Background: an optimization exercise with open tools, aiming at small area, a short achievable clock period and few clock cycles per item. Do not read the settings as production practice.
Function was checked by simulation only, so behaviour that the tests miss may differ from the original.

==> flow/config.mk <==
export PLATFORM = sky130hd
export DESIGN_NAME = joint_limit_braking_limiter
export DESIGN_NICKNAME = joint_limit_braking_limiter
export VERILOG_FILES = /design/flow/design.v
export SDC_FILE = /design/flow/constraint.sdc
export NUM_CORES = 4
export LEC_CHECK = 0
export CAP_MARGIN = 20
export CORE_MARGIN = 2
export CORE_UTILIZATION = 55
export SLEW_MARGIN = 20
==> flow/constraint.sdc <==
create_clock -name core_clock -period 12.0 [get_ports {clk}]
set_input_delay 2.4000 -clock core_clock [delete_from_list [all_inputs] [get_ports {clk}]]
set_output_delay 2.4000 -clock core_clock [all_outputs]
set_load 0.01 [all_outputs]
==> flow/design.v <==
`timescale 1ns / 1ps
package jlbl_pkg;
	localparam int unsigned WORD_W    = 32;
	localparam int unsigned MODE_W    = 2;
	localparam int unsigned CFG_IDX_W = 2;
	localparam int unsigned IN_DATA_W = 3 * WORD_W;
	localparam logic [MODE_W-1:0] MODE_VELOCITY = 2'd1;
	localparam logic [WORD_W-1:0] SPEED_COEFF_RST = 32'd65536;
endpackage
`timescale 1ns / 1ps
module jlbl_ctrl (
	input  logic [31:0] x,
	output logic [5:0]  len
);
	always_comb begin
		len = 6'd0;
		for (int i = 0; i < 32; i++) begin
			if (x[i]) len = 6'(i + 1);
		end
	end
endmodule
module jlbl_add #(
	parameter int W = 32
) (
	input  logic [W-1:0] a,
	input  logic [W-1:0] b,
	input  logic         cin,
	output logic [W-1:0] s
);
	logic [W-1:0] p, g, gg, pp;
	always_comb begin
		p  = a ^ b;
		g  = a & b;
		g[0] = g[0] | (p[0] & cin);
		gg = g;
		pp = p;
		for (int d = 1; d < W; d = d * 2) begin
			for (int i = 2 * d - 1; i < W; i = i + 2 * d) begin
				gg[i] = gg[i] | (pp[i] & gg[i-d]);
				pp[i] = pp[i] & pp[i-d];
			end
		end
		for (int d = 2 ** ($clog2(W) - 1); d >= 1; d = d / 2) begin
			for (int i = 3 * d - 1; i < W; i = i + 2 * d) begin
				gg[i] = gg[i] | (pp[i] & gg[i-d]);
				pp[i] = pp[i] & pp[i-d];
			end
		end
		s[0] = p[0] ^ cin;
		for (int i = 1; i < W; i++) s[i] = p[i] ^ gg[i-1];
	end
endmodule
module jlbl_ltu #(
	parameter int W = 32
) (
	input  logic [W-1:0] a,
	input  logic [W-1:0] b,
	output logic         lt
);
	localparam int L = $clog2(W);
	logic [L:0][W-1:0] g, p;
	always_comb begin
		g = '0;
		p = '0;
		g[0] = a & ~b;
		p[0] = a | ~b;
		g[0][0] = g[0][0] | p[0][0];
		for (int k = 0; k < L; k++) begin
			for (int i = 0; i < ((W + (1 << k) - 1) >> k) / 2; i++) begin
				g[k+1][i] = g[k][2*i+1] | (p[k][2*i+1] & g[k][2*i]);
				p[k+1][i] = p[k][2*i+1] & p[k][2*i];
			end
			if ((((W + (1 << k) - 1) >> k) % 2) == 1) begin
				g[k+1][((W + (1 << k) - 1) >> k) / 2] = g[k][((W + (1 << k) - 1) >> k) - 1];
				p[k+1][((W + (1 << k) - 1) >> k) / 2] = p[k][((W + (1 << k) - 1) >> k) - 1];
			end
		end
		lt = ~g[L][0];
	end
endmodule
`timescale 1ns / 1ps
module jlbl_dp (
	input  logic        clk,
	input  logic        arst_n,
	input  logic        cfg_valid,
	input  logic [1:0]  cfg_index,
	input  logic [31:0] cfg_data,
	input  logic        s_tvalid,
	output logic        s_tready,
	input  logic [95:0] s_tdata,
	input  logic [1:0]  s_tuser,
	output logic        m_tvalid,
	input  logic        m_tready,
	output logic [31:0] m_tdata,
	output logic        m_tuser
);
	localparam logic [2:0] S_LOOK  = 3'd0;
	localparam logic [2:0] S_STEP  = 3'd1;
	localparam logic [2:0] S_DEC   = 3'd2;
	localparam logic [2:0] S_PROD  = 3'd3;
	localparam logic [2:0] S_SQRT  = 3'd4;
	localparam logic [2:0] S_ROUND = 3'd5;
	localparam logic [2:0] S_SAT   = 3'd6;
	logic signed [31:0] lo_q, hi_q;
	logic [31:0]        dc_q, sc_q;
	logic               b_q;
	logic signed [31:0] lt_q, ut_q;
	logic [2:0]  st_q;
	logic [51:0] r1_q;     
	logic [49:0] r2_q;     
	logic [4:0]  idx_q;
	logic [2:0]  dg_q;     
	logic [1:0]  sd_q;     
	logic        neg_q;
	logic        mv_q;
	logic [31:0] md_q;
	logic        mu_q;
	assign m_tvalid = mv_q;
	assign m_tdata  = md_q;
	assign m_tuser  = mu_q;
	logic signed [31:0] pos, spd, cmdv;
	logic               vel;
	assign pos  = s_tdata[31:0];
	assign spd  = s_tdata[63:32];
	assign cmdv = s_tdata[95:64];
	assign vel  = (s_tuser == jlbl_pkg::MODE_VELOCITY);
	logic cmd_le0, cmd_ge0;
	assign cmd_le0 = cmdv[31] | (cmdv == 32'sd0);
	assign cmd_ge0 = ~cmdv[31];
	logic signed [32:0] lt_sum, ut_sum, lt_c, ut_c;
	logic signed [31:0] lt_n, ut_n;
	jlbl_add #(.W(33)) u_lt_sum (.a({lo_q[31], lo_q}), .b({2'b00, r2_q[46:16]}), .cin(1'b0), .s(lt_sum));
	jlbl_add #(.W(33)) u_ut_sum (.a({hi_q[31], hi_q}), .b(~{2'b00, r2_q[46:16]}), .cin(1'b1), .s(ut_sum));
	assign lt_n   = (lt_sum[32] != lt_sum[31]) ? 32'sh7fff_ffff : lt_sum[31:0];
	assign ut_n   = (ut_sum[32] != ut_sum[31]) ? 32'sh8000_0000 : ut_sum[31:0];
	assign lt_c   = b_q ? {lt_q[31], lt_q} : lt_sum;
	assign ut_c   = b_q ? {ut_q[31], ut_q} : ut_sum;
	logic pos_max, pos_min;
	assign pos_max = (pos == 32'sh7fff_ffff);
	assign pos_min = (pos == 32'sh8000_0000);
	logic [32:0] gl, gu;
	jlbl_add #(.W(33)) u_gl (.a({pos[31], pos}), .b({~lo_q[31], ~lo_q}), .cin(1'b0), .s(gl));
	jlbl_add #(.W(33)) u_gu (.a({hi_q[31], hi_q}), .b({~pos[31], ~pos}), .cin(1'b0), .s(gu));
	logic below_raw, above_raw;
	jlbl_ltu #(.W(33)) u_below (.a({~pos[31], pos}), .b({~lt_c[32], lt_c[31:0]}), .lt(below_raw));
	jlbl_ltu #(.W(33)) u_above (.a({~ut_c[32], ut_c[31:0]}), .b({~pos[31], pos}), .lt(above_raw));
	logic below, above, brake, outside, need_sq;
	assign below   = below_raw & ~pos_max;
	assign above   = above_raw & ~pos_min;
	assign brake   = (below & cmd_le0) | (above & cmd_ge0);
	assign outside = gl[32] | gu[32];
	assign need_sq = brake & ~outside;
	logic [31:0] gap1;     
	assign gap1 = below ? gl[31:0] : gu[31:0];
	logic [31:0] spd_u;
	logic [35:0] ue;       
	assign spd_u = spd ^ {32{spd[31]}};
	assign ue    = {2'b00, spd_u, spd[31], 1'b0};
	logic [31:0] above_or;    
	always_comb begin
		above_or[31] = 1'b0;
		for (int k = 30; k >= 0; k--) above_or[k] = above_or[k+1] | spd_u[k+1];
	end
	logic [16:0] topd;
	logic [4:0]  top_idx;
	always_comb begin
		topd[0] = ~above_or[0];
		for (int i = 1; i < 16; i++) begin
			topd[i] = (spd_u[2*i] & ~above_or[2*i]) | (spd_u[2*i-1] & ~above_or[2*i-1]);
		end
		topd[16] = spd_u[31];
		top_idx = '0;
		for (int i = 0; i < 17; i++) begin
			if (topd[i]) top_idx = top_idx | 5'(i);
		end
	end
	logic       tb, tc;
	logic [2:0] nwin;
	always_comb begin
		tb   = 1'b0;
		tc   = 1'b0;
		nwin = '0;
		for (int i = 0; i < 17; i++) begin
			if (topd[i]) begin
				tb   = tb | ue[2*i+2];
				tc   = tc | ue[2*i+1];
				if (i > 0) nwin = nwin | ue[2*i+1 -: 3];
			end
		end
	end
	logic [46:0] t_init, q_init;
	always_comb begin
		case ({tb, tc})
			2'b00:   begin t_init = '0;                  q_init = '0;                  end
			2'b11:   begin t_init = 47'({dc_q, 1'b0});   q_init = 47'({dc_q, 2'b00});  end
			default: begin t_init = 47'(dc_q);           q_init = 47'(dc_q);           end
		endcase
	end
	logic [36:0] mext;
	logic [2:0]  win;
	assign mext = {3'b000, md_q[30:0], md_q[31], 2'b00};
	assign win  = mext[{idx_q, 1'b0} +: 3];
	logic        b_one, b_two, b_neg;
	assign b_one = dg_q[1] ^ dg_q[0];
	assign b_two = dg_q[2] ? ~(dg_q[1] | dg_q[0]) : (dg_q[1] & dg_q[0]);
	assign b_neg = dg_q[2] & ~(dg_q[1] & dg_q[0]);
	logic [46:0] t_cur, q_cur;
	assign t_cur = r1_q[46:0];
	assign q_cur = r2_q[46:0];
	logic [5:0] sc_len;
	jlbl_ctrl u_len_sc (.x(sc_q), .len(sc_len));
	logic [4:0] np;       
	assign np = (sc_len == 6'd0) ? 5'd1 : 5'((sc_len + 6'd1) >> 1);
	logic [1:0]  sd_nxt;
	logic        p_last;
	assign sd_nxt = sc_q[{idx_q[3:0] + 4'd1, 1'b0} +: 2];
	assign p_last = (idx_q == (np - 5'd1));
	logic [5:0] g_len;
	jlbl_ctrl u_len_g (.x(r1_q[31:0]), .len(g_len));
	logic [4:0] sq_top, sq_end;
	assign sq_top = (g_len >= 6'd31) ? 5'd24 : 5'((g_len + 6'd18) >> 1);
	assign sq_end = 5'd16 - np;
	logic [1:0]  pair;
	logic [24:0] root;
	logic [26:0] rem;
	assign pair = r2_q[{idx_q, 1'b0} +: 2];
	assign root = r1_q[51:27];
	assign rem  = r1_q[26:0];
	logic [49:0] a2_x, a2_y, add2;
	logic [52:0] a3_x, a3_y, a3_z, add3;
	always_comb begin
		case (st_q)
			S_SQRT: begin
				a2_x = 50'({1'b0, rem, pair});
				a2_y = {23'h7f_ffff, ~root, 2'b11};
			end
			S_ROUND: begin
				a2_x = 50'({8'h00, root[24:1]} ^ {32{neg_q}});
				a2_y = 50'(root[0] ^ neg_q);
			end
			default: begin
				a2_x = {1'b0, t_cur, 1'b0, b_neg};
				a2_y = (b_two ? 50'({dc_q, 1'b0}) : (b_one ? 50'(dc_q) : 50'd0)) ^ {50{b_neg}};
			end
		endcase
		if (st_q == S_STEP) begin
			a3_x = {2'b00, q_cur, 3'b000, b_neg};
			a3_y = (b_two ? {2'b00, t_cur, 4'b0000} : (b_one ? {3'b000, t_cur, 3'b000} : 53'd0)) ^ {53{b_neg}};
			a3_z = b_two ? 53'({dc_q, 2'b00}) : (b_one ? 53'(dc_q) : 53'd0);
		end else begin
			a3_x = 53'(r2_q[49:18]);
			a3_y = sd_q[0] ? 53'(r1_q[31:0]) : 53'd0;
			a3_z = sd_q[1] ? 53'({r1_q[31:0], 1'b0}) : 53'd0;
		end
	end
	logic [52:0] c3_s, c3_c;
	assign c3_s = a3_x ^ a3_y ^ a3_z;
	assign c3_c = {(a3_x[51:0] & a3_y[51:0]) | (a3_x[51:0] & a3_z[51:0]) | (a3_y[51:0] & a3_z[51:0]), 1'b0};
	jlbl_add #(.W(50)) u_add2 (.a(a2_x), .b(a2_y), .cin(1'b0), .s(add2));
	jlbl_add #(.W(53)) u_add3 (.a(c3_s), .b(c3_c), .cin(1'b0), .s(add3));
	logic sat_nxt;
	assign sat_nxt = (|add2[49:47]) | (|add3[52:47]);
	logic out_free, look_take;
	assign out_free  = ~mv_q | m_tready;
	assign look_take = (~vel | b_q) & out_free;
	always_comb begin
		case (st_q)
			S_LOOK:  s_tready = look_take;
			S_DEC:   s_tready = ~mv_q;
			default: s_tready = 1'b0;
		endcase
	end
	always_ff @(posedge clk or negedge arst_n) begin
		if (!arst_n) begin
			lo_q <= '0;
			hi_q <= '0;
			dc_q <= '0;
			sc_q <= jlbl_pkg::SPEED_COEFF_RST;
		end else if (cfg_valid) begin
			case (cfg_index)
				2'd0: lo_q <= cfg_data;
				2'd1: hi_q <= cfg_data;
				2'd2: dc_q <= cfg_data;
				default: sc_q <= cfg_data;
			endcase
		end
	end
	always_ff @(posedge clk or negedge arst_n) begin
		if (!arst_n) begin
			st_q <= S_LOOK;
			b_q  <= 1'b0;
			mv_q <= 1'b0;
		end else begin
			if (mv_q && m_tready) mv_q <= 1'b0;
			case (st_q)
				S_LOOK: begin
					if (s_tvalid && out_free) begin
						if (!vel) begin
							mv_q <= 1'b1;
						end else if (b_q) begin
							b_q <= brake;
							if (need_sq) st_q <= S_PROD;
							else         mv_q <= 1'b1;
						end else begin
							st_q <= (top_idx == 5'd0) ? S_DEC : S_STEP;
						end
					end
				end
				S_STEP: begin
					if (sat_nxt)              st_q <= S_SAT;
				else if (idx_q == 5'd0)   st_q <= S_DEC;
				end
				S_DEC: begin
					if (!mv_q) begin
						b_q <= brake;
						if (need_sq) begin
							st_q <= S_PROD;
						end else begin
							mv_q <= 1'b1;
							st_q <= S_LOOK;
						end
					end
				end
				S_PROD: begin
					if (p_last) st_q <= (sq_top >= sq_end) ? S_SQRT : S_ROUND;
				end
				S_SQRT: begin
					if (idx_q == sq_end) st_q <= S_ROUND;
				end
				S_ROUND: begin
					if (!mv_q) begin
						mv_q <= 1'b1;
						st_q <= S_LOOK;
					end
				end
				S_SAT:   st_q <= S_DEC;
				default: st_q <= S_LOOK;
			endcase
		end
	end
	always_ff @(posedge clk) begin
		case (st_q)
			S_LOOK: begin
				if (b_q) begin
					r1_q  <= 52'(gap1);
					r2_q  <= {sc_q, 18'd0};
					idx_q <= '0;
				end else begin
					r1_q[46:0] <= t_init;
					r2_q[46:0] <= q_init;
					dg_q       <= nwin;
					idx_q      <= top_idx - 5'd1;
				end
				neg_q <= below;
				sd_q  <= sc_q[1:0];
				if (s_tvalid && out_free) begin
					md_q <= (vel && !b_q) ? {spd[31], spd_u[30:0]} : ((vel && brake) ? 32'd0 : cmdv);
					mu_q <= vel & brake;
				end
			end
			S_STEP: begin
				r1_q[46:0] <= add2[46:0];
				r2_q[46:0] <= add3[46:0];
				dg_q       <= win;
				idx_q      <= idx_q - 5'd1;
			end
			S_DEC: begin
				lt_q  <= lt_n;
				ut_q  <= ut_n;
				neg_q <= below;
				r1_q  <= 52'(gap1);
				r2_q  <= {sc_q, 18'd0};
				idx_q <= '0;
				sd_q  <= sc_q[1:0];
				if (!mv_q) begin
					md_q <= brake ? 32'd0 : cmdv;
					mu_q <= brake;
				end
			end
			S_PROD: begin
				r2_q <= {add3[33:2], add3[1:0], r2_q[17:2]};
				sd_q <= sd_nxt;
				if (p_last) begin
					r1_q  <= '0;
					idx_q <= sq_top;
				end else begin
					idx_q <= idx_q + 5'd1;
				end
			end
			S_SQRT: begin
				if (!add2[29]) begin
					r1_q <= {root[23:0], 1'b1, add2[26:0]};
				end else begin
					r1_q <= {root[23:0], 1'b0, rem[24:0], pair};
				end
				idx_q <= idx_q - 5'd1;
			end
			S_ROUND: begin
				if (!mv_q) begin
					md_q <= add2[31:0];
					mu_q <= 1'b1;
				end
			end
			S_SAT: begin
				r2_q[46:16] <= 31'h7fff_ffff;
			end
			default: begin
			end
		endcase
	end
endmodule
`timescale 1ns / 1ps
module joint_limit_braking_limiter (
	input  logic                               clk,
	input  logic                               arst_n,
	input  logic                               cfg_valid,
	output logic                               cfg_ready,
	input  logic [jlbl_pkg::CFG_IDX_W-1:0]     cfg_index,
	input  logic [jlbl_pkg::WORD_W-1:0]        cfg_data,
	input  logic                               s_tvalid,
	output logic                               s_tready,
	input  logic [jlbl_pkg::IN_DATA_W-1:0]     s_tdata,   
	input  logic [jlbl_pkg::MODE_W-1:0]        s_tuser,   
	output logic                               m_tvalid,
	input  logic                               m_tready,
	output logic [jlbl_pkg::WORD_W-1:0]        m_tdata,   
	output logic                               m_tuser    
);
	assign cfg_ready = 1'b1;
	jlbl_dp u_dp (
		.clk       (clk),
		.arst_n    (arst_n),
		.cfg_valid (cfg_valid),
		.cfg_index (cfg_index),
		.cfg_data  (cfg_data),
		.s_tvalid  (s_tvalid),
		.s_tready  (s_tready),
		.s_tdata   (s_tdata),
		.s_tuser   (s_tuser),
		.m_tvalid  (m_tvalid),
		.m_tready  (m_tready),
		.m_tdata   (m_tdata),
		.m_tuser   (m_tuser)
	);
endmodule
==> flow/flow/run.sh <==
#!/bin/bash
# The standard layout, with timing repair aiming further below the clock period.
set -euo pipefail
bash standard.sh SETUP_SLACK_MARGIN=6.5 finish > standard_flow.log 2>&1
==> flow/standard.sh <==
#!/bin/bash
# synth_recipe.tcl (not shown) runs the flow's synth.tcl, then flattens the netlist and writes it again
# the make line also repeats each setting of config.mk as NAME=value (left out here)
make -C /OpenROAD-flow-scripts/flow DESIGN_CONFIG=/design/flow/config.mk WORK_HOME=/design/flow/orfs CLKGATE_MAP_FILE= SYNTH_SCRIPT=/design/flow/synth_recipe.tcl "${@:-finish}"
==> flow_metrics.env, run 1 <==
export IMPL_dp_slack_ps=3860
export IMPL_synth_top_family_by_area="compound AO/OA/AOI/OAI gates"
export IMPL_worst_pin_slew_ps=1160
export IMPL_drtAntennaViolNets=0
export IMPL_syn_area_mm2=0.0366
export IMPL_synth_edf_count=210
export IMPL_die_w_um=262
export IMPL_skew_ps=44.7
export IMPL_row_count=94
export IMPL_synth_top_area_share_pct=17.2
export IMPL_synth_common_cells="nand2_1 (459), nor2_1 (345), a21oi_1 (314), o21ai_0 (299), ha_1 (253)"
export IMPL_cts_tree="yes"
export IMPL_async_reset_ff_share_pct=38.8
export IMPL_vias_per_cell=6.93
export IMPL_critPathKind="flip-flop to flip-flop"
export IMPL_max_stage_delay_ps=520
export IMPL_rsz0062_at_grt="yes"
export IMPL_wl_per_cell_um=31.6
export IMPL_clock_latency_ps=630
export IMPL_drt_first_iter_violations=5263
export IMPL_synth_area_mux_share_pct=7.29
export IMPL_final_cells=5286
export IMPL_min_period_ps=6480
export IMPL_timing_fmax_mhz=154
export IMPL_maxCapViolCount=0
export IMPL_drive_gt1_share_pct=18.9
export IMPL_critPathLaunchType="flip-flop"
export IMPL_dp_cells=5033
export IMPL_final_nets=4919
export IMPL_setup_ws_ps=5520
export IMPL_syn_inst=4205
export IMPL_synth_ff_type="edfxtp_1"
export IMPL_clkTransAtPathRegs_ps=70
export IMPL_htreeDepth=2
export IMPL_path_common_cell="a21o_1"
export IMPL_synthSimpleGateAreaFrac_pct=16.1
export IMPL_ys_seq_elements=343
export IMPL_slew_headroom_pct=21.8
export IMPL_hpwlAfterDp_mm=121
export IMPL_slew_violations=0
export IMPL_hp_class="flip-flop to flip-flop"
export IMPL_status="finished clean"
export IMPL_yosys_area_share_xor_xnor_pct=6.10
export IMPL_syn2layout_area_growth_pct=21.6
export IMPL_grt_use_total_pct=47.6
export IMPL_synth_fa_ha_area_share_pct=17.1
export IMPL_dieArea_mm2=0.0686
export IMPL_cts_made_buffers=42
export IMPL_yosysMostFrequentCell="nand2_1"
export IMPL_synth_cell_types=101
export IMPL_cts_hold_buf=0
export IMPL_setup_violations=0
export IMPL_ys_warn_count=6
export IMPL_boundaryPins=173
export IMPL_cp_slowest_cell="fa_1"
export IMPL_drt_first_pass_iters=6
export IMPL_gp_congestion=1.08
export IMPL_port_buffers=171
export IMPL_die_h_um=262
export IMPL_grt_max_degree=83
export IMPL_synth_area_leaders="edfxtp_1 (17%), dfrtp_1 (9.0%), ha_1 (8.6%)"
export IMPL_arrival_ps=6950
export IMPL_synth_compound_area_share_pct=21.7
export IMPL_path_max_fanout=7
export IMPL_antenna_found_initial=9
export IMPL_clock_sinks=343
export IMPL_final_hold_violation_count=0
export IMPL_drc=0
export IMPL_final_util_pct=67.6
export IMPL_required_ps=12480
export IMPL_tns_ps=0
export IMPL_initial_core_util_pct=55.6
export IMPL_hold_slack_ps=512
export IMPL_synth_seq_area_share_pct=26.3
export IMPL_clockRootBuffer="clkbuf_16"
export IMPL_max_clock_path_buffers=3
export IMPL_period_share_pct=54.0
export IMPL_first_global_vias=34200
export IMPL_wirelength_mm=167
export IMPL_fp_coreArea_mm2=0.0659
export IMPL_grt_pass1_wl_mm=236
export IMPL_syn_area_per_cell_um2=8.70
export IMPL_end_kind="flip-flop"
export IMPL_gr_total_overflow=0
export IMPL_route_vias_total=36600
export IMPL_synth_top_cell_by_area="edfxtp_1"
## cell usage in the layout, fill, tap and decap left out, types with 38 or more instances in the layout
cell | netlist | routed
and3_1 | 54 | 52
mux2i_1 | 73 | 57
mux2_2 | 104 | 102
clkbuf_16 | 0 | 47
fa_1 | 148 | 124
nand2_1 | 459 | 440
buf_4 | 7 | 147
clkdlybuf4s50_1 | 0 | 133
a21o_1 | 119 | 119
nand4_1 | 38 | 38
o22ai_1 | 55 | 50
a22oi_1 | 67 | 53
o21ai_1 | 10 | 56
nor3_1 | 47 | 38
a21oi_2 | 1 | 38
a21oi_1 | 314 | 266
o21ai_0 | 299 | 232
dfrtp_1 | 132 | 129
xnor2_1 | 152 | 143
nor2_1 | 345 | 317
ha_1 | 253 | 246
a31oi_1 | 50 | 46
nand2b_1 | 71 | 67
nand3_1 | 56 | 50
xor2_1 | 96 | 78
edfxtp_1 | 210 | 210
inv_1 | 219 | 210
## per-stage QoR
stage	instance area (µm²)
floorplan	37200
global placement	39100
detailed placement	39100
CTS	43100
global route	44500
finish	44500
## registers in the layout, indices dropped and copies added, names as in the netlist
register and cells:
u_dp.r1_q 52, u_dp.r2_q 50, u_dp.dc_q 32, u_dp.hi_q 32, u_dp.lo_q 32, u_dp.lt_q 32, u_dp.md_q 32, u_dp.sc_q 32
u_dp.ut_q 32, u_dp.idx_q 5, u_dp.dg_q 3, u_dp.st_q 3, u_dp.sd_q 2, u_dp.b_q 1, u_dp.mu_q 1, u_dp.mv_q 1
u_dp.neg_q 1
## path summary, 6_finish.rpt
| check | slack (ps) | end | depth (start not counted) | from |
|---|---|---|---|---|
| worst max-delay path | 5520 | u_dp.st_q[1]$_DFFE_PN0P_ | 30 | u_dp.dg_q[0]$_DFFE_PP_ |
| worst min-delay path | 510 | u_dp.hi_q[1]$_DFFE_PN0P_ | 1 | u_dp.hi_q[1]$_DFFE_PN0P_ |
| worst max register to register | 5520 | u_dp.st_q[1]$_DFFE_PN0P_ | 30 | u_dp.dg_q[0]$_DFFE_PP_ |
| worst min register to register | 510 | u_dp.hi_q[1]$_DFFE_PN0P_ | 1 | u_dp.hi_q[1]$_DFFE_PN0P_ |
| max in group asynchronous | 8740 | u_dp.hi_q[4]$_DFFE_PN0P_ | 2 | arst_n |
| min in group asynchronous | 1830 | u_dp.lo_q[30]$_DFFE_PN0P_ | 1 | arst_n |
## routing by layer
metal / wire length, µm / global-route usage (%) / vias to the layer above
met5: 58 / 0 / -
met4: 14300 / 33.0 / 8
met3: 22000 / 15.8 / 695
met2: 69400 / 69.2 / 2657
met1: 61000 / 59.8 / 17600
li1: - / - / 15700
## layout make-up
cell class,instances,area (µm²)
multi-input cells,3378,27200
well taps,864,1080
fillers,5407,21400
flip-flops and latches,343,9640
diodes,7,17.5
repair buffers,393,4160
clock inverters,19,325
clock buffers,59,1260
inverters,223,843
## cells by family (layout without fill, tap and decap cells)
group                    after synthesis  after routing
flip-flops                           343            343
multiplexers                         211            211
buffers and inverters                488            694
other                                  1              8
adder cells (fa/ha/maj)              415            415
XOR/XNOR                             251            251
AO/OA/AOI/OAI                       1230           1230
AND/OR/NAND/NOR                     1266           1270
## worst max-delay path, delay by kind of cell, from the launching register on
family,cells,cell delay (ps)
AND/OR/NAND/NOR,8,1670
AO/OA/AOI/OAI,13,2050
adder cells (fa/ha/maj),4,1370
flip-flops,1,410
multiplexers,1,170
XOR/XNOR,1,190
buffers and inverters,3,470
## what timing repair did
| item | CTS | global route |
|---|---|---|
| setup endpoints to repair | 141 | 161 |
| gates resized for setup | 329 | 246 |
| gates cloned | 16 | 4 |
| pin swaps | 97 | 132 |
| buffers inserted | 107 | 41 |
| hold endpoints to repair | 0 | 0 |
Testbench counts, summed over its fixed seeds: cycles 11,602, items 2,400.
==> run 2: changes to the inputs <==
==> flow/run.sh (new file) <==
#!/bin/bash
# synth_recipe.tcl (not shown) runs the flow's synth.tcl, then flattens the netlist and writes it again
# the make line also repeats each setting of config.mk as NAME=value (left out here)
make -C /OpenROAD-flow-scripts/flow DESIGN_CONFIG=/design/flow/config.mk WORK_HOME=/design/flow/orfs CLKGATE_MAP_FILE= SYNTH_SCRIPT=/design/flow/synth_recipe.tcl finish
--- a/flow/config.mk
+++ b/flow/config.mk
@@ -8,4 +8,5 @@
 export CAP_MARGIN = 20
 export CORE_MARGIN = 2
 export CORE_UTILIZATION = 55
+export SETUP_SLACK_MARGIN = 5
 export SLEW_MARGIN = 20
removed: flow/flow/run.sh
removed: flow/standard.sh
==> flow_metrics.env, run 2 <==
export IMPL_wirelength_mm=152
export IMPL_hp_class="flip-flop to flip-flop"
export IMPL_drive_gt1_share_pct=10.2
export IMPL_syn2layout_area_growth_pct=12.7
export IMPL_min_period_ps=6920
export IMPL_worstReg2RegEnd="u_dp.r1_q[15]$_DFFE_PP_"
export IMPL_antenna_found_initial=9
export IMPL_rsz0062_at_grt="yes"
export IMPL_timing_fmax_mhz=145
export IMPL_clkTransAtPathRegs_ps=60
export IMPL_endpoint="u_dp.r1_q[15]$_DFFE_PP_"
export IMPL_hpwlAfterDp_mm=116
export IMPL_async_reset_ff_share_pct=38.8
export IMPL_syn_area_mm2=0.0366
export IMPL_dp_cells=5031
export IMPL_final_nets=4787
export IMPL_cts_hold_buf=0
export IMPL_top_regs="u_dp.r1_q (52), u_dp.r2_q (50)"
export IMPL_htreeDepth=2
export IMPL_synth_common_cells="nand2_1 (459), nor2_1 (345), a21oi_1 (314), o21ai_0 (299), ha_1 (253)"
export IMPL_row_count=94
export IMPL_cts_tree="yes"
export IMPL_maxCapViolCount=0
export IMPL_route_vias_total=34900
export IMPL_arrival_ps=7260
export IMPL_port_buffers=171
export IMPL_regMostFlops="u_dp.r1_q"
export IMPL_period_share_pct=57.6
export IMPL_timing_rr_start="u_dp.r2_q[16]$_DFFE_PP_"
export IMPL_end_kind="flip-flop"
export IMPL_status="finished clean"
export IMPL_final_hold_violation_count=0
export IMPL_final_cell_mix="nand2_1 (456), nor2_1 (339), a21oi_1 (307)"
export IMPL_wl_per_cell_um=29.5
export IMPL_synth_top_cell_by_area="edfxtp_1"
export IMPL_die_w_um=262
export IMPL_synth_cell_types=101
export IMPL_critPathLaunchType="flip-flop"
export IMPL_boundaryPins=173
export IMPL_final_cells=5157
export IMPL_startpoint="u_dp.r2_q[16]$_DFFE_PP_"
export IMPL_fillers=5747
export IMPL_vias_per_cell=6.77
export IMPL_die_h_um=262
export IMPL_path_max_fanout=24
export IMPL_drt_first_iter_violations=4805
export IMPL_synth_top_area_share_pct=17.2
export IMPL_mostFrequentLayoutCell="nand2_1"
export IMPL_max_clock_path_buffers=3
export IMPL_r2r_setup_slack_ps=5080
export IMPL_multi_input_comb_area_mm2=0.0256
export IMPL_clockRootBuffer="clkbuf_16"
export IMPL_gp_congestion=1.07
export IMPL_clock_sinks=343
export IMPL_drc=0
export IMPL_slew_violations=0
export IMPL_ys_warn_count=6
export IMPL_grt_use_total_pct=43.7
export IMPL_tns_ps=0
export IMPL_largest_reg_flops=52
export IMPL_synth_edf_count=210
export IMPL_fp_coreArea_mm2=0.0659
export IMPL_drtAntennaViolNets=0
export IMPL_gr_total_overflow=0
export IMPL_synth_area_leaders="edfxtp_1 (17%), dfrtp_1 (9.0%), ha_1 (8.6%)"
export IMPL_worst_pin_slew_ps=1050
export IMPL_grt_max_degree=103
export IMPL_dieArea_mm2=0.0686
export IMPL_required_ps=12340
export IMPL_skew_ps=26.9
export IMPL_ys_seq_elements=343
export IMPL_synth_seq_area_share_pct=26.3
export IMPL_ff2ff_path_depth=24
export IMPL_syn_area_per_cell_um2=8.70
export IMPL_yosysMostFrequentCell="nand2_1"
export IMPL_cts_made_buffers=45
export IMPL_drt_first_pass_iters=8
export IMPL_setup_violations=0
export IMPL_hold_slack_ps=507
export IMPL_synth_ff_type="edfxtp_1"
export IMPL_critPathKind="flip-flop to flip-flop"
export IMPL_slew_headroom_pct=30.0
export IMPL_initial_core_util_pct=55.6
export IMPL_grt_pass1_wl_mm=220
export IMPL_clock_latency_ps=620
export IMPL_syn_inst=4205
export IMPL_first_global_vias=32900
export IMPL_regArea_mm2=0.00964
## run 2: cell counts after synthesis
Identical to the previous run, type by type.
## run 2: stage by stage
stage | utilization [%] | instance area, µm² | worst slack [ps]
CTS | 62.0 | 40800 | 4880
global placement | 58.9 | 38800 | 3350
detailed placement | 58.9 | 38800 | 3210
finish | 62.6 | 41200 | 5080
floorplan | - | 36600 | 5200
global route | 62.6 | 41200 | 4870
## run 2: critical path: stages (launching register included)
cell,delay (ps)
edfxtp_1,510
ha_1,200
inv_1,60
fa_1,440
nor2b_1,160
o31a_1,180
nor2_1,110
nor4_4,450
nor2_1,140
o21ai_0,350
a21o_1,180
a21o_1,130
fa_1,430
mux2i_1,280
o22ai_1,120
nor4_1,280
nand4_1,320
nand3b_1,340
nor4_4,390
a211oi_2,120
maj3_2,390
buf_12,160
clkbuf_16,230
a21oi_2,470
o21ai_0,160
## run 2: kinds of logic (layout without fill, tap and decap cells)
family	after synthesis	after routing	share of synthesized area (%)
compound gates	1230	1230	21.7
xor+xnor	251	251	6.10
fa+ha+maj	415	415	17.1
buf+inv	488	567	5.31
flops	343	343	26.3
mux	211	211	7.29
other cells	1	8	0.0102
simple gates	1266	1268	16.1
## run 2: worst min path at each step
stage                                   startpoint                       end  depth (start not counted)
after CTS                 u_dp.hi_q[1]$_DFFE_PN0P_  u_dp.hi_q[1]$_DFFE_PN0P_                          1
after global routing      u_dp.hi_q[1]$_DFFE_PN0P_  u_dp.hi_q[1]$_DFFE_PN0P_                          1
final                     u_dp.hi_q[1]$_DFFE_PN0P_  u_dp.hi_q[1]$_DFFE_PN0P_                          1
after global placement    u_dp.hi_q[1]$_DFFE_PN0P_  u_dp.hi_q[1]$_DFFE_PN0P_                          1
after detailed placement  u_dp.hi_q[1]$_DFFE_PN0P_  u_dp.hi_q[1]$_DFFE_PN0P_                          1
after floorplan           u_dp.hi_q[1]$_DFFE_PN0P_  u_dp.hi_q[1]$_DFFE_PN0P_                          1
## run 2: metal layers
metal	vias up	GRT usage, %	wire, µm
met5	-	0	24
met4	4	27.5	12000
met3	523	12.2	18800
met2	2237	64.9	64200
met1	16700	56.4	57200
li1	15400	-	-
## run 2: repair_timing
action                     CTS  global route
setup endpoints to repair  124            82
setup buffers               18            12
pin swaps                   10            14
resized for setup           66            66
cloned                       2             3
## run 2: layout make-up
type	instances	area share, %
multi-input cells	3376	62.0
flip-flops and latches	343	23.4
repair buffers	260	6.17
clock buffers	60	3.22
well taps	864	2.62
inverters	223	2.03
clock inverters	24	0.570
diodes	7	0.0425
==> run 3: changes to the inputs <==
--- a/flow/design.v
+++ b/flow/design.v
@@ -110,7 +110,7 @@
 	logic [49:0] r2_q;     
 	logic [4:0]  idx_q;
 	logic [2:0]  dg_q;     
-	logic [1:0]  sd_q;     
+	logic [3:0]  sd_q;     
 	logic        neg_q;
 	logic        mv_q;
 	logic [31:0] md_q;
@@ -209,17 +209,26 @@
 	assign q_cur = r2_q[46:0];
 	logic [5:0] sc_len;
 	jlbl_ctrl u_len_sc (.x(sc_q), .len(sc_len));
-	logic [4:0] np;       
-	assign np = (sc_len == 6'd0) ? 5'd1 : 5'((sc_len + 6'd1) >> 1);
-	logic [1:0]  sd_nxt;
+	logic [3:0] np;       
+	assign np = (sc_len == 6'd0) ? 4'd1 : 4'((sc_len + 6'd3) >> 2);
+	logic [3:0]  sd_nxt;
 	logic        p_last;
-	assign sd_nxt = sc_q[{idx_q[3:0] + 4'd1, 1'b0} +: 2];
-	assign p_last = (idx_q == (np - 5'd1));
+	assign sd_nxt = sc_q[{idx_q[2:0] + 3'd1, 2'b00} +: 4];
+	assign p_last = (idx_q[3:0] == (np - 4'd1));
+	logic [35:0] pp0, pp1, pp2, pp3, ps1, pc1, ps2, pc2;
+	assign pp0 = sd_q[0] ? 36'(r1_q[31:0]) : 36'd0;
+	assign pp1 = sd_q[1] ? 36'({r1_q[31:0], 1'b0}) : 36'd0;
+	assign pp2 = sd_q[2] ? 36'({r1_q[31:0], 2'b00}) : 36'd0;
+	assign pp3 = sd_q[3] ? 36'({r1_q[31:0], 3'b000}) : 36'd0;
+	assign ps1 = 36'(r2_q[49:18]) ^ pp0 ^ pp1;
+	assign pc1 = {(36'(r2_q[49:18]) & pp0) | (36'(r2_q[49:18]) & pp1) | (pp0 & pp1), 1'b0};
+	assign ps2 = pp2 ^ pp3 ^ ps1;
+	assign pc2 = {(pp2 & pp3) | (pp2 & ps1) | (pp3 & ps1), 1'b0};
 	logic [5:0] g_len;
 	jlbl_ctrl u_len_g (.x(r1_q[31:0]), .len(g_len));
 	logic [4:0] sq_top, sq_end;
 	assign sq_top = (g_len >= 6'd31) ? 5'd24 : 5'((g_len + 6'd18) >> 1);
-	assign sq_end = 5'd16 - np;
+	assign sq_end = 5'd16 - 5'({np, 1'b0});
 	logic [1:0]  pair;
 	logic [24:0] root;
 	logic [26:0] rem;
@@ -248,9 +257,9 @@
 			a3_y = (b_two ? {2'b00, t_cur, 4'b0000} : (b_one ? {3'b000, t_cur, 3'b000} : 53'd0)) ^ {53{b_neg}};
 			a3_z = b_two ? 53'({dc_q, 2'b00}) : (b_one ? 53'(dc_q) : 53'd0);
 		end else begin
-			a3_x = 53'(r2_q[49:18]);
-			a3_y = sd_q[0] ? 53'(r1_q[31:0]) : 53'd0;
-			a3_z = sd_q[1] ? 53'({r1_q[31:0], 1'b0}) : 53'd0;
+			a3_x = 53'(ps2);
+			a3_y = 53'(pc2);
+			a3_z = 53'(pc1);
 		end
 	end
 	logic [52:0] c3_s, c3_c;
@@ -258,7 +267,7 @@
 	assign c3_c = {(a3_x[51:0] & a3_y[51:0]) | (a3_x[51:0] & a3_z[51:0]) | (a3_y[51:0] & a3_z[51:0]), 1'b0};
 	jlbl_add #(.W(50)) u_add2 (.a(a2_x), .b(a2_y), .cin(1'b0), .s(add2));
 	jlbl_add #(.W(53)) u_add3 (.a(c3_s), .b(c3_c), .cin(1'b0), .s(add3));
-	logic sat_nxt;
+	logic sat_nxt, sat_q;
 	assign sat_nxt = (|add2[49:47]) | (|add3[52:47]);
 	logic out_free, look_take;
 	assign out_free  = ~mv_q | m_tready;
@@ -266,7 +275,7 @@
 	always_comb begin
 		case (st_q)
 			S_LOOK:  s_tready = look_take;
-			S_DEC:   s_tready = ~mv_q;
+			S_DEC:   s_tready = ~mv_q & ~sat_q;
 			default: s_tready = 1'b0;
 		endcase
 	end
@@ -307,11 +316,13 @@
 					end
 				end
 				S_STEP: begin
-					if (sat_nxt)              st_q <= S_SAT;
-				else if (idx_q == 5'd0)   st_q <= S_DEC;
+					if (sat_q)                st_q <= S_SAT;
+					else if (idx_q == 5'd0)   st_q <= S_DEC;
 				end
 				S_DEC: begin
-					if (!mv_q) begin
+					if (sat_q) begin
+						st_q <= S_SAT;
+					end else if (!mv_q) begin
 						b_q <= brake;
 						if (need_sq) begin
 							st_q <= S_PROD;
@@ -352,7 +363,8 @@
 					idx_q      <= top_idx - 5'd1;
 				end
 				neg_q <= below;
-				sd_q  <= sc_q[1:0];
+				sat_q <= 1'b0;
+				sd_q  <= sc_q[3:0];
 				if (s_tvalid && out_free) begin
 					md_q <= (vel && !b_q) ? {spd[31], spd_u[30:0]} : ((vel && brake) ? 32'd0 : cmdv);
 					mu_q <= vel & brake;
@@ -363,6 +375,7 @@
 				r2_q[46:0] <= add3[46:0];
 				dg_q       <= win;
 				idx_q      <= idx_q - 5'd1;
+				sat_q      <= sat_q | sat_nxt;
 			end
 			S_DEC: begin
 				lt_q  <= lt_n;
@@ -371,14 +384,14 @@
 				r1_q  <= 52'(gap1);
 				r2_q  <= {sc_q, 18'd0};
 				idx_q <= '0;
-				sd_q  <= sc_q[1:0];
-				if (!mv_q) begin
+				sd_q  <= sc_q[3:0];
+				if (!mv_q && !sat_q) begin
 					md_q <= brake ? 32'd0 : cmdv;
 					mu_q <= brake;
 				end
 			end
 			S_PROD: begin
-				r2_q <= {add3[33:2], add3[1:0], r2_q[17:2]};
+				r2_q <= {add3[35:4], add3[3:0], r2_q[17:4]};
 				sd_q <= sd_nxt;
 				if (p_last) begin
 					r1_q  <= '0;
@@ -403,6 +416,7 @@
 			end
 			S_SAT: begin
 				r2_q[46:16] <= 31'h7fff_ffff;
+				sat_q       <= 1'b0;
 			end
 			default: begin
 			end
--- a/flow/config.mk
+++ b/flow/config.mk
@@ -5,6 +5,7 @@
 export SDC_FILE = /design/flow/constraint.sdc
 export NUM_CORES = 4
 export LEC_CHECK = 0
+export ABC_AREA = 1
 export CAP_MARGIN = 20
 export CORE_MARGIN = 2
 export CORE_UTILIZATION = 55
==> flow_metrics.env, run 3 <==
export IMPL_synth_top_area_share_pct=17.1
export IMPL_final_cell_mix="nand2_1 (1051), inv_1 (706), o21ai_0 (546)"
export IMPL_clock_sinks=346
export IMPL_drtAntennaViolNets=0
export IMPL_synth_top_cell_by_area="edfxtp_1"
export IMPL_gp_congestion=1.10
export IMPL_critPathLaunchType="primary input"
export IMPL_required_ps=9600
export IMPL_setup_violations=0
export IMPL_synth_cell_types=72
export IMPL_syn_inst=5016
export IMPL_synth_area_leaders="edfxtp_1 (17%), fa_1 (11%), nand2_1 (11%)"
export IMPL_cts_made_buffers=44
export IMPL_regMostFlops="u_dp.r1_q"
export IMPL_drt_first_pass_iters=8
export IMPL_worst_pin_slew_ps=1330
export IMPL_drc=0
export IMPL_drt_first_iter_violations=6179
export IMPL_port_buffers=171
export IMPL_dieArea_mm2=0.0701
export IMPL_wirelength_mm=167
export IMPL_startpoint="s_tuser[0]"
export IMPL_vias_per_cell=6.52
export IMPL_yosys_area_share_xor_xnor_pct=4.54
export IMPL_cts_tree="yes"
export IMPL_synth_compound_area_share_pct=20.9
export IMPL_gr_total_overflow=0
export IMPL_drive_gt1_share_pct=6.94
export IMPL_route_vias_total=39400
export IMPL_antenna_found_initial=18
export IMPL_clkTransAtPathRegs_ps=60
export IMPL_boundaryPins=173
export IMPL_htreeDepth=2
export IMPL_ys_warn_count=6
export IMPL_final_nets=5717
export IMPL_timing_fmax_mhz=144
export IMPL_mostFrequentLayoutCell="nand2_1"
export IMPL_maxCapViolCount=0
export IMPL_slew_headroom_pct=10.5
export IMPL_arrival_ps=4550
export IMPL_syn_area_mm2=0.0374
export IMPL_hpwlAfterDp_mm=126
export IMPL_hp_start="u_dp.hi_q[1]$_DFFE_PN0P_"
export IMPL_yosysMostFrequentCell="nand2_1"
export IMPL_async_reset_ff_share_pct=38.4
export IMPL_synth_edf_count=213
export IMPL_ys_seq_elements=346
export IMPL_fp_coreArea_mm2=0.0673
export IMPL_min_period_ps=6950
export IMPL_die_w_um=265
export IMPL_timing_rr_start="u_dp.idx_q[2]$_DFFE_PP_"
export IMPL_regArea_mm2=0.00973
export IMPL_tns_ps=0
export IMPL_initial_core_util_pct=55.6
export IMPL_grt_pass1_wl_mm=242
export IMPL_synth_area_mux_share_pct=0.107
export IMPL_top_regs="u_dp.r1_q (52), u_dp.r2_q (50)"
export IMPL_synth_fa_ha_area_share_pct=19.6
export IMPL_rsz0062_at_grt="yes"
export IMPL_skew_ps=45.6
export IMPL_syn_area_per_cell_um2=7.45
export IMPL_synth_common_cells="nand2_1 (1061), inv_1 (711), o21ai_0 (562), nor2_1 (339), a21oi_1 (260)"
export IMPL_fillers=6182
export IMPL_status="finished clean"
export IMPL_clock_latency_ps=630
export IMPL_dp_cells=5888
export IMPL_clockRootBuffer="clkbuf_16"
export IMPL_hp_class="flip-flop to flip-flop"
export IMPL_end_kind="output pin"
export IMPL_grt_use_total_pct=46.7
export IMPL_multi_input_comb_area_mm2=0.0245
export IMPL_critPathKind="primary input to output pin"
export IMPL_synth_seq_area_share_pct=26.0
export IMPL_slew_violations=0
export IMPL_final_cells=6041
export IMPL_syn2layout_area_growth_pct=13.6
export IMPL_final_hold_violation_count=0
export IMPL_largest_reg_flops=52
export IMPL_max_clock_path_buffers=3
export IMPL_period_share_pct=57.9
export IMPL_grt_max_degree=139
export IMPL_synthSimpleGateAreaFrac_pct=18.9
export IMPL_synth_top_family_by_area="compound AO/OA/AOI/OAI gates"
export IMPL_row_count=95
export IMPL_path_max_fanout=33
export IMPL_wl_per_cell_um=27.6
export IMPL_synth_ff_type="edfxtp_1"
export IMPL_die_h_um=265
export IMPL_first_global_vias=36300
run 3: path summary, 6_finish.rpt:
kind | endpoint | slack, ps | depth (start not counted)
max in group asynchronous | u_dp.hi_q[28]$_DFFE_PN0P_ | 8810 | 2
min in group asynchronous | u_dp.lo_q[7]$_DFFE_PN0P_ | 1830 | 1
worst min register to register | u_dp.hi_q[1]$_DFFE_PN0P_ | 490 | 2
worst max-delay path | s_tready | 5050 | 10
worst min-delay path | u_dp.hi_q[1]$_DFFE_PN0P_ | 490 | 2
worst max register to register | u_dp.r1_q[26]$_DFFE_PP_ | 5120 | 37
run 3: timing repair:
| action | in CTS | in global routing |
|---|---|---|
| pin swaps | 5 | 32 |
| cloned | 3 | 5 |
| buffers inserted | 14 | 38 |
| setup endpoints to repair | 103 | 99 |
| resized for setup | 45 | 119 |
| hold buffers | 0 | 0 |
run 3: routing by layer:
| layer | track usage (%) | part of all wire (%) |
|---|---|---|
| met2 | 66.4 | 40 |
| met1 | 59.7 | 36 |
| met5 | 0 | 0.12 |
| met3 | 16.9 | 15 |
| met4 | 31.0 | 8.5 |
run 3: cells by family (layout without fill, tap and decap cells):
| kind of cell | Yosys count | after routing |
|---|---|---|
| other | 1 | 14 |
| muxes | 4 | 4 |
| AOI/OAI and AO/OA | 1320 | 1320 |
| and+or+nand+nor | 1719 | 1721 |
| xor gates and xnor gates | 191 | 191 |
| DFF | 346 | 346 |
| buffers and inverters | 974 | 1111 |
| adders and majority gates | 461 | 461 |
run 3: per-stage QoR:
stage	setup slack (ps)	hold WS [ps]	utilization [%]	area, µm²
3_5_place_dp	3830	481	59.2	39800
2_1_floorplan	5660	453	-	37400
5_1_grt	4920	521	63.1	42400
4_1_cts	4910	496	61.8	41600
3_3_place_gp	4030	466	59.2	39800
6_report	5050	495	63.1	42500
run 3: worst max-delay path: stages:
cell and delay (ps):
clkdlybuf4s50_1 450, inv_1 50, nor2_4 170, inv_4 130, nor2_4 160, buf_12 170
inv_1 60, buf_6 180, a31o_2 280, clkdlybuf4s50_1 480
run 3: area by class of cell:
type	count	area share (%)
Clock inverter	17	0.315
Timing Repair Buffer	291	6.84
Sequential cell	346	22.9
Timing Repair inverter	3	0.0354
Antenna cell	12	0.0707
Tap cell	873	2.57
Inverter	736	6.63
Clock buffer	64	2.99
Multi-Input combinational cell	3699	57.6
Testbench counts of run 3, summed over its fixed seeds: cycles 10,756, items 2,400.
==> run 4: changes to the inputs <==
--- a/flow/config.mk
+++ b/flow/config.mk
@@ -5,7 +5,6 @@
 export SDC_FILE = /design/flow/constraint.sdc
 export NUM_CORES = 4
 export LEC_CHECK = 0
-export ABC_AREA = 1
 export CAP_MARGIN = 20
 export CORE_MARGIN = 2
 export CORE_UTILIZATION = 55
==> flow_metrics.env, run 4 <==
export IMPL_status="finished clean"
export IMPL_period_share_pct=57.2
export IMPL_dp_cells=5358
export IMPL_stdcell_area_mm2=0.0431
export IMPL_gr_total_overflow=0
export IMPL_synth_top_cell_by_area="edfxtp_1"
export IMPL_gp_congestion=1.07
export IMPL_cp_slowest_cell="a31oi_1"
export IMPL_die_w_um=269
export IMPL_synth_top_family_by_area="compound AO/OA/AOI/OAI gates"
export IMPL_setup_violations=0
export IMPL_max_clock_path_buffers=3
export IMPL_vias_per_cell=6.74
export IMPL_final_nets=5094
export IMPL_dpl_instance_area_mm2=0.0409
export IMPL_ys_seq_elements=346
export IMPL_final_util_pct=61.7
export IMPL_synth_seq_area_share_pct=25.2
export IMPL_clock_sinks=346
export IMPL_path_max_fanout=66
export IMPL_gr_usage_met2_pct=62.6
export IMPL_arrival_ps=7310
export IMPL_syn_area_mm2=0.0386
export IMPL_synth_compound_area_share_pct=20.5
export IMPL_grt_use_met3_pct=13.3
export IMPL_holdPathStages=1
export IMPL_synth_ff_type="edfxtp_1"
export IMPL_row_count=97
export IMPL_max_stage_delay_ps=540
export IMPL_maxCapViolCount=0
export IMPL_grt_max_degree=82
export IMPL_yosys_area_share_xor_xnor_pct=6.03
export IMPL_port_buffers=171
export IMPL_rsz0062_at_grt="yes"
export IMPL_ys_warn_count=6
export IMPL_clock_latency_ps=620
export IMPL_final_hold_violation_count=0
export IMPL_r2r_setup_slack_ps=5160
export IMPL_fillers=6227
export IMPL_synth_edf_count=213
export IMPL_drive_gt1_share_pct=8.95
export IMPL_yosysMostFrequentCell="nand2_1"
export IMPL_grt_busiest_layer="met2"
export IMPL_path_cells="buf_4, buf_6, and3_1, a22o_1, nand4_4, a21oi_1, o311ai_0, nand4_1, ha_1, buf_4, nor2b_4, buf_6, nand2_1, a31oi_1, o221ai_1, o21ai_0"
export IMPL_synth_area_mux_share_pct=6.59
export IMPL_grt_use_total_pct=43.6
export IMPL_synth_common_cells="nand2_1 (525), a21oi_1 (384), nor2_1 (336), inv_1 (302), o21ai_0 (263)"
export IMPL_slew_violations=0
export IMPL_critPathLaunchType="primary input"
export IMPL_initial_core_util_pct=55.3
export IMPL_syn_area_per_cell_um2=8.65
export IMPL_clockRootBuffer="clkbuf_16"
export IMPL_top_regs="u_dp.r1_q (52), u_dp.r2_q (50)"
export IMPL_grt_util_met1_pct=57.3
export IMPL_route_vias_total=36900
export IMPL_async_reset_ff_share_pct=38.4
export IMPL_skew_ps=32.7
export IMPL_final_cell_mix="nand2_1 (522), a21oi_1 (382), nor2_1 (334)"
export IMPL_clkTransAtPathRegs_ps=60
export IMPL_cts_made_buffers=44
export IMPL_hold_slack_ps=507
export IMPL_min_period_ps=6860
export IMPL_synth_area_leaders="edfxtp_1 (17%), fa_1 (11%), dfrtp_1 (8.6%)"
export IMPL_antenna_found_initial=13
export IMPL_cts_tree="yes"
export IMPL_drtAntennaViolNets=0
export IMPL_cts_hold_buf=0
export IMPL_critPathKind="primary input to flip-flop"
export IMPL_die_h_um=269
export IMPL_wirelength_mm=161
export IMPL_synth_top_area_share_pct=16.6
export IMPL_syn_inst=4463
export IMPL_synth_cell_types=114
export IMPL_regMostFlops="u_dp.r1_q"
export IMPL_worst_pin_slew_ps=1130
export IMPL_drt_first_iter_violations=5414
export IMPL_syn2layout_area_growth_pct=11.6
export IMPL_dieArea_mm2=0.0723
export IMPL_synth_fa_ha_area_share_pct=19.1
export IMPL_htreeDepth=2
export IMPL_timing_fmax_mhz=146
export IMPL_ff2ff_path_depth=24
export IMPL_synthSimpleGateAreaFrac_pct=16.3
export IMPL_first_global_vias=33500
export IMPL_drc=0
export IMPL_largest_reg_flops=52
export IMPL_grt_pass1_wl_mm=230
export IMPL_wl_per_cell_um=29.4
export IMPL_end_kind="flip-flop"
export IMPL_tns_ps=0
export IMPL_mostFrequentLayoutCell="nand2_1"
export IMPL_slew_headroom_pct=24.3
export IMPL_hpwlAfterDp_mm=123
export IMPL_required_ps=12450
export IMPL_final_cells=5479
export IMPL_drt_first_pass_iters=7
export IMPL_boundaryPins=173
export IMPL_fp_coreArea_mm2=0.0698
export IMPL_hp_class="flip-flop to flip-flop"
## run 4: logic make-up after synthesis
kind of cell | Yosys count
xor gates and xnor gates | 266
and+or+nand+nor | 1355
muxes | 199
AOI/OAI and AO/OA | 1229
DFF | 346
adders and majority gates | 467
other | 1
buffers and inverters | 600
## run 4: worst paths after layout
path,start,end
hold / removal,u_dp.hi_q[1]$_DFFE_PN0P_,u_dp.hi_q[1]$_DFFE_PN0P_
setup reg to reg,u_dp.st_q[0]$_DFFE_PN0P_,u_dp.sat_q$_SDFFCE_PP0P_
max in group asynchronous,arst_n,u_dp.b_q$_DFFE_PN0P_
hold reg to reg,u_dp.hi_q[1]$_DFFE_PN0P_,u_dp.hi_q[1]$_DFFE_PN0P_
min in group asynchronous,arst_n,u_dp.hi_q[8]$_DFFE_PN0P_
setup / recovery,s_tdata[63],u_dp.r1_q[25]$_DFFE_PP_
## run 4: routing by layer
layer | wire [µm] | share of wire (%)
met1 | 61100 | 38
met3 | 20400 | 13
met4 | 12500 | 7.8
met5 | 129 | 0.080
met2 | 66700 | 41
## run 4: per-stage QoR
step                setup WS (ps)
floorplan                    5650
global placement             4140
detailed placement           4010
CTS                          4820
global route                 4870
finish                       5140
## run 4: critical path, delay by kind of cell
family | cells | cell delay [ps]
AOI/OAI and AO/OA | 6 | 2020
buffers and inverters | 4 | 1500
and+or+nand+nor | 5 | 1040
adders and majority gates | 1 | 250
## run 4: final cells by class
class	count	area [µm²]	area share, %
clock inverter	20	250	0.581
clock buffer	62	1360	3.15
multi-input combinational	3520	26700	62.0
sequential	346	9730	22.6
tap	940	1180	2.73
antenna	5	12.5	0.0290
timing repair buffer	281	2680	6.23
inverter	305	1150	2.67
## run 4: repair_timing
| action | CTS | global route |
|---|---|---|
| buffers inserted | 7 | 24 |
| pin swaps | 0 | 3 |
| endpoints found under the setup margin | 80 | 84 |
| cloned | 1 | 2 |
| gates resized for setup | 15 | 31 |
==> run 5: changes to the inputs <==
--- a/flow/config.mk
+++ b/flow/config.mk
@@ -8,5 +8,6 @@
 export CAP_MARGIN = 20
 export CORE_MARGIN = 2
 export CORE_UTILIZATION = 55
+export PLACE_DENSITY = 0.7
 export SETUP_SLACK_MARGIN = 5
 export SLEW_MARGIN = 20
==> flow_metrics.env, run 5 <==
export IMPL_cts_tree="yes"
export IMPL_wl_met2_mm=63.2
export IMPL_path_cells="clkdlybuf4s50_1, or2_2, o22ai_4, and2_1, o21ai_0, a311oi_1, nor4_1, and3_1, o21ai_0, ha_1, buf_4, nor2b_4, buf_4, a22oi_1, o21ai_0, o21ai_0, a21oi_1"
export IMPL_drt_first_iter_violations=5485
export IMPL_setup_ws_ps=5160
export IMPL_ys_seq_elements=346
export IMPL_die_h_um=269
export IMPL_regMostFlops="u_dp.r1_q"
export IMPL_die_w_um=269
export IMPL_dp_cells=5359
export IMPL_worst_pin_slew_ps=1110
export IMPL_wirelength_mm=154
export IMPL_cts_hold_buf=0
export IMPL_clockRootBuffer="clkbuf_16"
export IMPL_synth_top_area_share_pct=16.6
export IMPL_synth_common_cells="nand2_1 (525), a21oi_1 (384), nor2_1 (336), inv_1 (302), o21ai_0 (263)"
export IMPL_syn_area_per_cell_um2=8.65
export IMPL_port_buffers=171
export IMPL_wl_met1_mm=55.4
export IMPL_final_cell_mix="nand2_1 (522), a21oi_1 (380), nor2_1 (335)"
export IMPL_synth_top_cell_by_area="edfxtp_1"
export IMPL_cp_top_family="compound AO/OA/AOI/OAI gates"
export IMPL_slew_violations=0
export IMPL_syn_inst=4463
export IMPL_mostFrequentLayoutCell="nand2_1"
export IMPL_synth_area_leaders="edfxtp_1 (17%), fa_1 (11%), dfrtp_1 (8.6%)"
export IMPL_ys_warn_count=6
export IMPL_vias_per_cell=6.75
export IMPL_grt_use_total_pct=42.2
export IMPL_hp_class="flip-flop to flip-flop"
export IMPL_first_global_vias=34500
export IMPL_route_vias_total=36900
export IMPL_drt_first_pass_iters=8
export IMPL_rsz0062_at_grt="no"
export IMPL_min_period_ps=6840
export IMPL_largest_reg_flops=52
export IMPL_top_regs="u_dp.r1_q (52), u_dp.r2_q (50)"
export IMPL_slew_headroom_pct=25.1
export IMPL_final_hold_violation_count=0
export IMPL_drive_gt1_share_pct=9.21
export IMPL_synth_cell_types=114
export IMPL_arrival_ps=7290
export IMPL_clock_sinks=346
export IMPL_final_util_pct=61.9
export IMPL_maxCapViolCount=0
export IMPL_grt_max_degree=73
export IMPL_path_max_fanout=45
export IMPL_stdcell_area_mm2=0.0432
export IMPL_grt_pass1_wl_mm=225
export IMPL_max_clock_path_buffers=3
export IMPL_drtAntennaViolNets=0
export IMPL_async_reset_ff_share_pct=38.4
export IMPL_row_count=97
export IMPL_critPathKind="primary input to flip-flop"
export IMPL_tns_ps=0
export IMPL_highest_layer="met5"
export IMPL_dr_wl_met3_mm=21.0
export IMPL_max_stage_delay_ps=590
export IMPL_gr_total_overflow=0
export IMPL_wl_per_cell_um=28.1
export IMPL_dieArea_mm2=0.0723
export IMPL_cp_slowest_cell="clkdlybuf4s50_1"
export IMPL_antenna_found_initial=13
export IMPL_htreeDepth=2
export IMPL_timing_fmax_mhz=146
export IMPL_dpl_instance_area_mm2=0.0409
export IMPL_end_kind="flip-flop"
export IMPL_fp_coreArea_mm2=0.0698
export IMPL_cts_made_buffers=46
export IMPL_boundaryPins=173
export IMPL_syn_area_mm2=0.0386
export IMPL_gp_congestion=1.10
export IMPL_required_ps=12450
export IMPL_clock_latency_ps=630
export IMPL_dp_slack_ps=3650
export IMPL_clkTransAtPathRegs_ps=60
export IMPL_hpwlAfterDp_mm=117
export IMPL_syn2layout_area_growth_pct=11.8
export IMPL_initial_core_util_pct=55.3
export IMPL_critPathLaunchType="primary input"
export IMPL_synth_edf_count=213
export IMPL_synth_seq_area_share_pct=25.2
export IMPL_final_nets=5086
export IMPL_setup_violations=0
export IMPL_synth_ff_type="edfxtp_1"
export IMPL_hold_slack_ps=508
export IMPL_status="finished clean"
export IMPL_period_share_pct=57.0
export IMPL_final_cells=5472
export IMPL_path_common_cell="o21ai_0"
export IMPL_yosysMostFrequentCell="nand2_1"
export IMPL_drc=0
export IMPL_critical_path_buf_inv_count=3
export IMPL_skew_ps=23.5
run 5: kinds of logic (layout without fill, tap and decap cells):
kind of cell,count (synthesis),count (layout),share of synthesized area (%)
mux,199,199,6.59
compound gates,1229,1230,20.5
xor+xnor,266,266,6.03
other cells,1,6,0.00971
flops,346,346,25.2
simple gates,1355,1355,16.3
fa+ha+maj,467,467,19.1
buf+inv,600,663,6.27
run 5: path summary, 6_finish.rpt:
kind | from | endpoint | slack (ps) | depth (start not counted)
max in group asynchronous | arst_n | u_dp.st_q[1]$_DFFE_PN0P_ | 8810 | 2
hold / removal | u_dp.hi_q[1]$_DFFE_PN0P_ | u_dp.hi_q[1]$_DFFE_PN0P_ | 510 | 1
setup / recovery | s_tdata[60] | u_dp.r2_q[31]$_DFFE_PP_ | 5160 | 17
setup reg to reg | u_dp.st_q[1]$_DFFE_PN0P_ | u_dp.sat_q$_SDFFCE_PP0P_ | 5230 | 24
min in group asynchronous | arst_n | u_dp.lo_q[7]$_DFFE_PN0P_ | 1810 | 1
hold reg to reg | u_dp.hi_q[1]$_DFFE_PN0P_ | u_dp.hi_q[1]$_DFFE_PN0P_ | 510 | 1
run 5: final cells by class:
type	count	area [µm²]
Inverter	305	1150
Timing Repair Buffer	272	2600
Multi-Input combinational cell	3519	26800
Tap cell	940	1180
Antenna cell	4	10.0
Clock inverter	21	265
Fill cell	6126	26600
Clock buffer	65	1420
Sequential cell	346	9730
run 5: repair_timing:
item	in CTS	in global routing
resized for setup	21	46
buffers inserted	5	14
pin swaps	1	6
cloned	1	1
setup endpoints to repair	71	96
run 5: layer usage:
metal / vias up / GRT usage [%]
li1: 16000 / -
met1: 17600 / 52.9
met2: 2655 / 60.8
met3: 675 / 14.2
met4: 8 / 30.6
met5: - / 0

-- port drivers added, routing unchanged --
How much do the figures lean on ideal ports? The routed layouts below were timed once more, with nothing changed but the port constraints.
Step 1 assumes that a clkbuf_16 drives the clock port and a buf_2 every other input.
Step 2 also shifts input and output timing later by t, the mid clock arrival at the registers, as if the neighbouring blocks saw the same clock.
Three values: ideal, step 1, step 2; two values: the first two.
run | shift t [ns] | setup slack, ns | hold WS [ns] | slew at the worst register clock pin (ns)
run 1 | 0.680 | 5.524 / 5.524 / 5.259 | 0.512 / 0.512 / 0.512 | 0.07 / 0.07
run 2 | 0.667 | 5.084 / 5.084 / 4.687 | 0.507 / 0.507 / 0.507 | 0.07 / 0.07
run 3 | 0.678 | 5.050 / 5.022 / 4.608 | 0.495 / 0.495 / 0.495 | 0.07 / 0.07
run 4 | 0.673 | 5.141 / 5.160 / 4.512 | 0.507 / 0.507 / 0.507 | 0.07 / 0.07
run 5 | 0.688 | 5.162 / 5.212 / 4.524 | 0.508 / 0.508 / 0.508 | 0.07 / 0.07
After both steps setup and hold are still met in every run listed. The setup slack of run 5, which loses most, moves by +0.050 ns with the drivers and by -0.638 ns with both steps.
